What follows belongs to an exercise in optimizing a design on an open flow for small area; a production flow would make more cautious choices.
RTL that was checked went through simulation tests only; none was proved equivalent to the original.
No activity file was given, so power comes from the tool's default toggle rates.

==> flow/design.v (excerpt) <==
module light_cycle_top (
	input  wire       Clk,
	input  wire       rst,
	input  wire       step,
	input  wire       start,
	input  wire [1:0] blue_turn,
	input  wire [1:0] red_turn,
	output wire [7:0] blue_head,
	output wire [7:0] red_head,
	output wire [1:0] score_blue,
	output wire [1:0] score_red,
	output wire       round_over,
	output wire       blue_wins,
	output wire       red_wins,
	output wire       playing
);
==> flow/config.mk <==
export PLATFORM = sky130hd
export DESIGN_NAME = light_cycle_top
export DESIGN_NICKNAME = light_cycle_top
export VERILOG_FILES = /design/flow/design.v
export SDC_FILE = /design/flow/constraint.sdc
export NUM_CORES = 4
export LEC_CHECK = 0
export CAP_MARGIN = 10
export CORE_MARGIN = 2
export CORE_UTILIZATION = 65
export CTS_BUF_LIST = sky130_fd_sc_hd__clkbuf_4
export CTS_CLUSTER_DIAMETER = 40
export CTS_CLUSTER_SIZE = 10
export GPL_ROUTABILITY_DRIVEN = 0
export GPL_TIMING_DRIVEN = 0
export SLEW_MARGIN = 10
export SYNTH_HIERARCHICAL = 1
==> flow/constraint.sdc <==
create_clock -name core_clock -period 4.0 [get_ports {Clk}]
set_input_delay 0.8000 -clock core_clock [delete_from_list [all_inputs] [get_ports {Clk}]]
set_output_delay 0.8000 -clock core_clock [all_outputs]
set_load 0.01 [all_outputs]
standard.sh (not shown) runs the stock make flow with config.mk's settings and CLKGATE_MAP_FILE= SYNTH_SCRIPT=/design/flow/synth_recipe.tcl, a recipe that flattens the netlist after the stock synthesis.
==> flow/flow/run.sh <==
#!/bin/bash
# Own layout flow: the standard flow (standard.sh, which runs the
# standard synthesis script) with
# - ABC mapping for a light load, so it picks small cells (placement
#   repair sizes up the ones that need it),
# - the smallest buffer on the ports,
# - ABC's buffers removed before placement,
# - clock tree synthesis without dummy loads.
# standard.sh's output goes to standard.log here; each ORFS step logs
# under orfs/logs.
set -euo pipefail
export BUFFER_PORTS_ARGS="-buffer_cell sky130_fd_sc_hd__buf_1"
export REMOVE_ABC_BUFFERS=1
export CTS_ARGS="-sink_clustering_enable -repair_clock_nets -dont_use_dummy_load -buf_list sky130_fd_sc_hd__clkbuf_4 -sink_clustering_size 10 -sink_clustering_max_diameter 40"
bash standard.sh ABC_LOAD_IN_FF=1 finish > standard.log 2>&1
Edit:
CORE_UTILIZATION = 60   (was 65)
GPL_ROUTABILITY_DRIVEN = unset   (was 0)
Result: Routed wire length came out higher by about 4.4%; maximum frequency came out lower by 2.6%; die area came out higher by 8.0%; non-clock buffer count is unchanged; hold slack gains 21 ps.
Edit:
CORE_UTILIZATION = 65   (was 60)
Effect: The new run ran to the end with no violations; sequential power is about the same; clock skew increases by 25 ps; register-to-register slack gains 100 ps; first-iteration DRC count decreases by 15%; routed wire length decreases by 4.2%; core utilization increases by 4.4 points; design area stays flat.
Edit:
--- a/flow/flow/run.sh
+++ b/flow/flow/run.sh
@@ -13,3 +13,3 @@
 export REMOVE_ABC_BUFFERS=1
-export CTS_ARGS="-sink_clustering_enable -repair_clock_nets -dont_use_dummy_load -buf_list sky130_fd_sc_hd__clkbuf_4 -sink_clustering_size 10 -sink_clustering_max_diameter 40"
+export CTS_ARGS="-sink_clustering_enable -repair_clock_nets -dont_use_dummy_load -buf_list sky130_fd_sc_hd__clkbuf_4 -sink_clustering_size 12 -sink_clustering_max_diameter 35"
 bash standard.sh ABC_LOAD_IN_FF=1 finish > standard.log 2>&1
CTS_CLUSTER_DIAMETER = 35   (was 40)
CTS_CLUSTER_SIZE = 12   (was 10)
Outcome: The changed run finished with timing, DRC and antenna clean; non-clock buffer count stays the same; core utilization went up by 0.23 points; worst setup slack gets better by 62 ps; final area is higher by about 0.33%; hold slack is worse by 35 ps; die area is unchanged.

---

## exp/onyx
light_cycle_top, a different RTL version from the one above (not shown whole).
Size: about 760 cells after synthesis, roughly 32 I/O pins.
Settings: LEC_CHECK=0, CAP_MARGIN=20, CORE_MARGIN=2, CORE_UTILIZATION=75, CTS_BUF_LIST=sky130_fd_sc_hd__clkbuf_4, SLEW_MARGIN=20, SYNTH_HIERARCHICAL=1; clock period 4.0 ns.
run.sh (not shown) runs the stock make flow with config.mk's settings and CLKGATE_MAP_FILE= SYNTH_SCRIPT=/design/flow/synth_recipe.tcl, a recipe that flattens the netlist after the stock synthesis.
Stock flow here: none of the scripts above is used.
Relative to exp/onyx, the following input files were edited for exp/raven:
Settings: CTS_CLUSTER_DIAMETER: unset -> 200; CTS_CLUSTER_SIZE: unset -> 50; CORE_UTILIZATION: 75 -> 80; CTS_BUF_LIST: sky130_fd_sc_hd__clkbuf_4 -> sky130_fd_sc_hd__clkbuf_16.
## What came out
In the summary table, exp/raven is marked failed, with error GRT-0232 raised in global routing.
Diff exp/raven and exp/onyx: level count of the clock H-tree higher in exp/onyx
exp/raven vs. exp/onyx: number of rows created at floorplan went down by about 5%.
Number of gates given a new drive strength after cts: exp/raven vs exp/onyx up 10
When exp/raven is set beside exp/onyx, its overall die height turns out to be 3.1% smaller.
Relative to exp/raven, the following input files were edited for exp/indigo:
Settings: clearing CTS_CLUSTER_SIZE, which used to be 50; swapping 80 for 60 in CORE_UTILIZATION; clearing CTS_CLUSTER_DIAMETER, which used to be 200; clearing CTS_BUF_LIST, which used to be sky130_fd_sc_hd__clkbuf_16.
### Flow results
The final layout from exp/indigo, which completed every stage, passed the timing, DRC and antenna checks at the end of the flow. exp/raven failed in global routing with GRT-0232. Diff exp/indigo..exp/raven | number of I/O port buffers | unchanged. Comparing die outline width for exp/indigo and exp/raven, the bigger number came from exp/indigo. For height of the die, dividing the value from exp/indigo by the value from exp/raven gives 1.15. Compared with exp/raven, exp/indigo shows a number of CTS-inserted buffers that is 15 higher. On exp/indigo: number of placement rows is about 16% higher than what exp/raven gave. The lower number of resized instances in the post-cts repair step came out of exp/indigo. Compared with exp/raven, in exp/indigo count of flip-flops with a built-in enable after synthesis stayed essentially flat; cell area after placement rose by about 0.8%.

---

light_cycle_top, a different RTL version from the one above (not shown whole).
Size: about 780 cells after synthesis, roughly 230 flip-flops, about 32 I/O pins.
Settings: LEC_CHECK=0, CAP_MARGIN=20, CORE_MARGIN=2, CORE_UTILIZATION=65, CTS_BUF_LIST=sky130_fd_sc_hd__clkbuf_8, CTS_CLUSTER_DIAMETER=50, CTS_CLUSTER_SIZE=16, SLEW_MARGIN=20, SYNTH_HIERARCHICAL=1; clock period 4.0 ns.
standard.sh (not shown) runs the stock make flow with config.mk's settings and CLKGATE_MAP_FILE= SYNTH_SCRIPT=/design/flow/synth_recipe.tcl, a recipe that flattens the netlist after the stock synthesis.
==> flow/flow/run.sh <==
#!/bin/bash
# Own layout flow: the standard flow (standard.sh, which runs the
# standard synthesis script) with ABC mapping for a light load (small cells; placement repair sizes them), smaller port buffers and ABC's
# buffers removed before placement. standard.sh's output goes to
# standard.log here; each ORFS step logs under orfs/logs.
set -euo pipefail
export BUFFER_PORTS_ARGS="-buffer_cell sky130_fd_sc_hd__buf_1"
export REMOVE_ABC_BUFFERS=1
bash standard.sh ABC_LOAD_IN_FF=1 finish > standard.log 2>&1
The first run finished but fails on setup timing.
Then changed:
--- a/flow/config.mk
+++ b/flow/config.mk
@@ -12,4 +12,5 @@
 export CTS_CLUSTER_DIAMETER = 50
 export CTS_CLUSTER_SIZE = 16
+export GPL_TIMING_DRIVEN = 0
 export SLEW_MARGIN = 20
 export SYNTH_HIERARCHICAL = 1
=> The changed run completed and failed the layout checks on setup timing. Core utilization is lower by 0.68 points. Area after synthesis does not change. Total power is higher by about 1.4%. First-iteration DRC count is higher by 18%. Wire length is higher by 7.4%. Combinational power is higher by about 7%. Final cell count is lower by about 3%. Worst hold slack improved by 0.0054 ns. Clock power is lower by about 4%. Count of clock-buffer cells in the layout does not change. Critical path depth is lower by 1.
Function was not checked in any run of this note: the RTL went through the layout flow alone.

==> re-timing with driven ports <==
The results above use ideal ports. As a check the final layouts listed here were re-extracted and re-timed, cells and wires unchanged.
Step 1 sets driving cells, clkbuf_16 on the clock port and buf_2 on the other inputs (assumed; they add their load-dependent delay and slew).
Step 2, shift: input delay + t, output delay - t, t = (earliest + latest rising clock arrival at the registers) / 2. This alone moves slack from input paths to output paths.
Three values: ideal, step 1, step 2; two values: the first two.
run | t (ns) | slack for setup (ns) | worst hold slack (ns) | slew at the worst register clock pin (ns) | pins driven straight from the clock port
the first run of note 1 | 0.653 | 0.212 / 0.212 / 0.212 | 0.371 / 0.371 / 0.371 | 0.11 / 0.11 | 1
the second run of note 1 | 0.655 | 0.110 / 0.110 / 0.110 | 0.392 / 0.392 / 0.392 | 0.11 / 0.11 | 1
the third run of note 1 | 0.653 | 0.212 / 0.212 / 0.212 | 0.371 / 0.371 / 0.371 | 0.11 / 0.11 | 1
the fourth run of note 1 | 0.620 | 0.274 / 0.274 / 0.274 | 0.336 / 0.336 / 0.336 | 0.11 / 0.11 | 1
exp/onyx | 0.690 | 0.220 / 0.220 / 0.220 | 0.485 / 0.485 / 0.485 | 0.08 / 0.08 | 1
exp/indigo | 0.540 | 0.241 / 0.241 / 0.241 | 0.484 / 0.484 / 0.484 | 0.07 / 0.07 | 1
the first run of note 3 | 0.549 | -0.307 / -0.307 / -0.307 | 0.381 / 0.381 / 0.381 | 0.10 / 0.10 | 1
the second run of note 3 | 0.548 | -0.409 / -0.409 / -0.409 | 0.387 / 0.387 / 0.387 | 0.11 / 0.11 | 1
